Context: an optimization exercise on an open-source flow, tuned for small area and a short achievable clock period. The choices shown serve that exercise and are no tape-out recipe.
The RTL was checked by simulation tests, not by an equivalence proof against the original design.
No activity file was given, so power comes from the tool's default toggle rates.

Design csr_unit, start of the top module:
module csr_unit (
    input  logic                      clk,
    input  logic                      rst,
    input  logic                      new_request,
    input  logic [12-1:0]    csr_addr,
    input  logic [1:0]                csr_op,
    input  logic [32-1:0]      rs1,
    input  logic                      read_regs,
    input  logic                      commit,
    input  logic                      exception_valid,
    input  logic [4-1:0]   exception_code,
    input  logic [32-1:0]      exception_pc,
    input  logic                      mret,
    input  logic                      instruction_complete,
    output logic                      csr_exception,
    output logic [32-1:0]      wb_csr,
    output logic [32-1:0]      trap_pc,
    output logic [32-1:0]      csr_mepc,
    output logic [1:0]                current_privilege
);
    logic        pm;
    logic        pm_dec;
    logic        mie, mpie;
    logic [1:0]  mpp;
    logic [31:2] mtvec;
    logic [31:2] mepc;
    logic [31:0] mcause;
    logic [31:0] mscratch;
    logic [63:0] mcycle;
    logic [63:0] minstret;
    logic        instret_inc;
    logic [11:0] a;
    assign a = csr_addr;
    csr_illegal illegal_i (
        .a           (a),
        .new_request (new_request),
        .pm          (pm_dec),
        .illegal     (csr_exception)
    );
    logic [31:0] wd, wdr;
    always_comb begin
        case (csr_op)
            2'b10:   wd = wb_csr | rs1;
            2'b11:   wd = wb_csr & ~rs1;
            default: wd = rs1;
  ...
==> flow/config.mk <==
export PLATFORM = sky130hd
export DESIGN_NAME = csr_unit
export DESIGN_NICKNAME = csr_unit
export VERILOG_FILES = /design/flow/design.v
export SDC_FILE = /design/flow/constraint.sdc
export NUM_CORES = 4
export LEC_CHECK = 0
export CAP_MARGIN = 20
export CORE_MARGIN = 2
export CORE_UTILIZATION = 40
export CTS_BUF_LIST = sky130_fd_sc_hd__clkbuf_8
export CTS_CLUSTER_DIAMETER = 60
export CTS_CLUSTER_SIZE = 12
export SETUP_SLACK_MARGIN = 1.95
export SLEW_MARGIN = 20
export SYNTH_HIERARCHICAL = 1
==> flow/constraint.sdc <==
create_clock -name core_clock -period 4.2 [get_ports {clk}]
set_input_delay 0.8400 -clock core_clock [delete_from_list [all_inputs] [get_ports {clk}]]
set_output_delay 0.8400 -clock core_clock [all_outputs]
set_load 0.01 [all_outputs]
standard.sh (not shown) runs the stock make flow with config.mk's settings and CLKGATE_MAP_FILE= SYNTH_SCRIPT=/design/flow/synth_recipe.tcl, a recipe that flattens the netlist after the stock synthesis.
==> flow/flow/run.sh <==
#!/bin/bash
# Standard layout (standard.sh) with these changes:
# - the port buffers are inserted as buf_1 (later repair sizes them up where needed);
# - before floorplan, every combinational cell off the csr_exception path is set to
#   the smallest drive strength of its function (downsize.tcl); the floorplan,
#   placement and CTS repair steps then size up what timing, slew and capacitance need;
# - after global placement, the input buffers feeding the csr_exception path are
#   set to buf_8 (portbuf.tcl).
# ORFS writes each step's full log under orfs/logs/; make's output goes to standard.log.
set -euo pipefail
here="$(cd "$(dirname "${BASH_SOURCE[0]}")" && pwd)"
export BUFFER_PORTS_ARGS="-buffer_cell sky130_fd_sc_hd__buf_1"
export PRE_FLOORPLAN_TCL="$here/downsize.tcl"
export POST_GLOBAL_PLACE_TCL="$here/portbuf.tcl"
bash standard.sh finish > standard.log 2>&1
Other scripts of this flow, unchanged in this note and not shown: flow/flow/cone.tcl, flow/flow/downsize.tcl, flow/flow/portbuf.tcl
Edit:
- SETUP_SLACK_MARGIN: 1.95 -> 1.85
Synthesized cell count stays the same. Cell area went down by about 2%. Via count fell by about 0.34%. Global-route usage rose by 0.41 points. Power came out higher by 2.1%. Fmax is about the same. Routed wire length grows by 0.66%. Sequential share of layout area is higher by 0.76 points. Die area stays the same. Worst setup slack barely changes. Register-to-register slack got worse by 0.11 ns.

* * *

csr_unit again, from the RTL that the note above started with.
Settings: LEC_CHECK=0, CAP_MARGIN=20, CORE_MARGIN=2, CORE_UTILIZATION=40, CTS_BUF_LIST=sky130_fd_sc_hd__clkbuf_8, CTS_CLUSTER_DIAMETER=60, CTS_CLUSTER_SIZE=12, SETUP_SLACK_MARGIN=1.7, SLEW_MARGIN=20, SYNTH_HIERARCHICAL=1; clock period 4.2 ns.
Scripts as last shown in full above: flow/flow/run.sh
Other scripts of this flow, unchanged in this note and not shown: flow/flow/cone.tcl, flow/flow/downsize.tcl, flow/flow/portbuf.tcl
The baseline completed with no timing, DRC or antenna violations.
Rerun with:
Settings changed: CTS_CLUSTER_SIZE 12 to 16, SETUP_SLACK_MARGIN 1.7 to 1.85.
What happened:
- worst setup slack is better by 0.058 ns
- utilization goes up by 0.52 points
- combinational power goes up by about 2%
- register-to-register slack is better by 0.11 ns
- total power goes up by 2.6%
- final cell count is about the same
- non-clock buffer count goes up by 2
- maximum frequency goes up by 2.4%
- routed wire length goes up by 1.0%

==> afterwards: timing with drivers on the ports <==
The results above use ideal ports. As a check the final layouts listed here were re-extracted and re-timed, cells and wires unchanged. Step 1: set_driving_cell puts a clkbuf_16 on clk and a buf_2 on each other input, an assumption about the parent block. Step 2 adds t to the input delays and takes it off the output delays; t is the mean of the earliest and latest rising clock arrival at the registers after step 1. Input paths then give back, and output paths get back, about the clock's delay inside the block. a / b / c = ideal / step 1 / step 2; a / b = the first two.
run | t (ns) | slack for setup (ns) | latest minus earliest clock arrival (ns)
the first run of note 1 | 0.649 | 1.770 / 1.727 / 1.371 | 0.031 / 0.030
the second run of note 1 | 0.655 | 1.773 / 1.720 / 1.251 | 0.027 / 0.027
the first run of note 2 | 0.649 | 1.673 / 1.655 / 1.050 | 0.026 / 0.025
the second run of note 2 | 0.631 | 1.731 / 1.686 / 1.256 | 0.026 / 0.026
After both steps setup and hold are still met in every run listed. For the first run of note 2, which loses most, drivers alone change the setup slack by -0.018 ns; drivers and shift together by -0.623 ns.
